This design comes from an exercise in tuning for small area and a short achievable clock period on the open sky130 flow, not from production work.
RTL that was checked went through simulation tests only; none was proved equivalent to the original.
Power figures rest on the tool's default switching activity, not on a simulated workload.

==> build 35 <==
==> flow/design.v (excerpt) <==
module worley_field_pipe #(
  parameter int NUM_PTS    = 4,
  parameter int COORD_W    = 10,
  parameter int H_ACTIVE   = 640,
  parameter int V_ACTIVE   = 480,
  parameter int DIST_SHIFT = 8,
  parameter int OUT_W      = 8
) (
  input  logic               clk,
  input  logic               rst_n,
  input  logic               frame_start,
  input  logic               pix_valid,
  input  logic [COORD_W-1:0] x,
  input  logic [COORD_W-1:0] y,
  output logic               noise_valid,
  output logic [OUT_W-1:0]   noise,
  output logic [2:0]         cell_id,
  output logic               busy
);
export LEC_CHECK = 0
export CAP_MARGIN = 20
export CORE_MARGIN = 2
export CORE_UTILIZATION = 40
export SETUP_SLACK_MARGIN = 5.0
export SLEW_MARGIN = 20
export SYNTH_HIERARCHICAL = 1
export SYNTH_MINIMUM_KEEP_SIZE = 0
create_clock -name core_clock -period 8.0 [get_ports {clk}]
run.sh (not shown) runs the stock make flow with config.mk's settings and CLKGATE_MAP_FILE= SYNTH_SCRIPT=/design/flow/synth_recipe.tcl, a recipe that flattens the netlist after the stock synthesis.
==> trial 60 (differences from build 35) <==
--- a/flow/config.mk
+++ b/flow/config.mk
@@ -8,5 +8,5 @@
 export CAP_MARGIN = 20
 export CORE_MARGIN = 2
-export CORE_UTILIZATION = 40
+export CORE_UTILIZATION = 50
 export SETUP_SLACK_MARGIN = 5.0
 export SLEW_MARGIN = 20
==> notes <==
Of trial 60 and build 35, trial 60 has the higher non-clock buffer count (gap 14).
Of build 35 and trial 60, trial 60 has the higher sequential share of layout area (gap 0.19 points).
In synthesized cell count, trial 60 and build 35 do not differ.
Between trial 60 and build 35, the lower final cell count is in trial 60 (gap about 4.3%, measured against build 35).
In trial 60 the register-to-register slack is higher than in build 35, by 0.05 ns.
Between build 35 and trial 60, the lower first-iteration DRC count is in trial 60 (gap about 13%, measured against trial 60).
Of trial 60 and build 35, build 35 has the higher combinational power (gap 6.2%, measured against build 35).
In trial 60 the die area is lower than in build 35, by about 20%.

==> inputs of run H <==
worley_field_pipe, a different RTL version from the one above (not shown whole).
clock: 8.0 ns
lec_check: 0
cap_margin: 20
core_margin: 2
core_utilization: 50
slew_margin: 20
synth_hierarchical: 1
synth_minimum_keep_size: 0
standard.sh (not shown) runs the stock make flow with config.mk's settings and CLKGATE_MAP_FILE= SYNTH_SCRIPT=/design/flow/synth_recipe.tcl, a recipe that flattens the netlist after the stock synthesis.
==> flow/flow/run.sh <==
#!/bin/bash
set -euo pipefail
export SETUP_SLACK_MARGIN=5.6
bash standard.sh synth > synth.log 2>&1
bash standard.sh > layout.log 2>&1
==> run D (differences from run H) <==
==> flow/flow/run.sh (replaced) <==
#!/bin/bash
set -euo pipefail
export SETUP_SLACK_MARGIN=5.3
bash standard.sh synth > synth.log 2>&1
bash standard.sh > layout.log 2>&1
==> results by group <==
Power and ir drop
  • Clock power frac: 16.2%

Clock tree
  • CTS Buf Count: 48
  • Setup bufs post-CTS: 190

Placement
  • Placed Cells: 3,475
  • HPWL Detailed: 56.0 mm

Worst hold path
  • WHS Endpoint: d1[0]

Finish
  • Final clock-cell share: 4.25%
  • Post-Layout Inst Area: 37,200 um^2
  • Filler cells: 4,259
  • Multi-input gate area: 22,300 um^2

Timing
  • Slew Limit Headroom: 55.7%

Setup path
  • Critical R2R Launch: ys[0]
  • Setup crit start: ys[0]
  • Critical path depth: 14

Outcome
  • Status: complete, no violations

Global route
  • Met3 GRT Util: 3.58%
That was run H.
==> results by group <==
Power and ir drop
  • Clock power frac: 16.3%

Timing
  • Slew Limit Headroom: 56.6%

Finish
  • Multi-input gate area: 21,700 um^2
  • Filler cells: 4,430
  • Post-Layout Inst Area: 36,600 um^2
  • Non-clk invs: 147
  • Final clock-cell share: 4.57%

Setup path
  • Critical path depth: 15
  • Critical R2R Launch: xs[0]

Worst hold path
  • WHS Endpoint: d0[5]

Placement
  • HPWL Detailed: 55.5 mm
  • Placed Cells: 3,472

Floorplan
  • Tap Cells: 756

Clock tree
  • Hold bufs inserted after CTS: 0
  • CTS Buf Count: 49

Outcome
  • Status: complete, no violations
That was run D.
No run of this note included a check of the RTL's function; only the layout flow was run.

-- afterwards: timing with drivers on the ports --
No port has a modelled driver above. Below, the same layouts with a new extraction and two added sets of constraints. Step 1 assumes that a clkbuf_16 drives the clock port and a buf_2 every other input. Step 2 times the ports against the registers' clock, not the clock port: input delays grow and output delays shrink by t, the midpoint of the rising clock arrivals with the driver on. Three values: no drivers, after step 1, after step 2; two values: the first two.
run	t, ns	setup WS [ns]	worst slew at a driven data input, ns	cell pins on the clock port's net
build 35	0.655	4.995 / 4.995 / 4.481	0.04	1
trial 60	0.645	5.042 / 5.042 / 4.516	0.03	1
run H	0.645	4.882 / 4.882 / 4.882	0.04	1
run D	0.662	4.991 / 4.991 / 4.991	0.04	1
After both steps every run listed still meets setup and hold. For trial 60, which loses most, drivers alone change the setup slack by 0.000 ns; drivers and shift together by -0.526 ns.
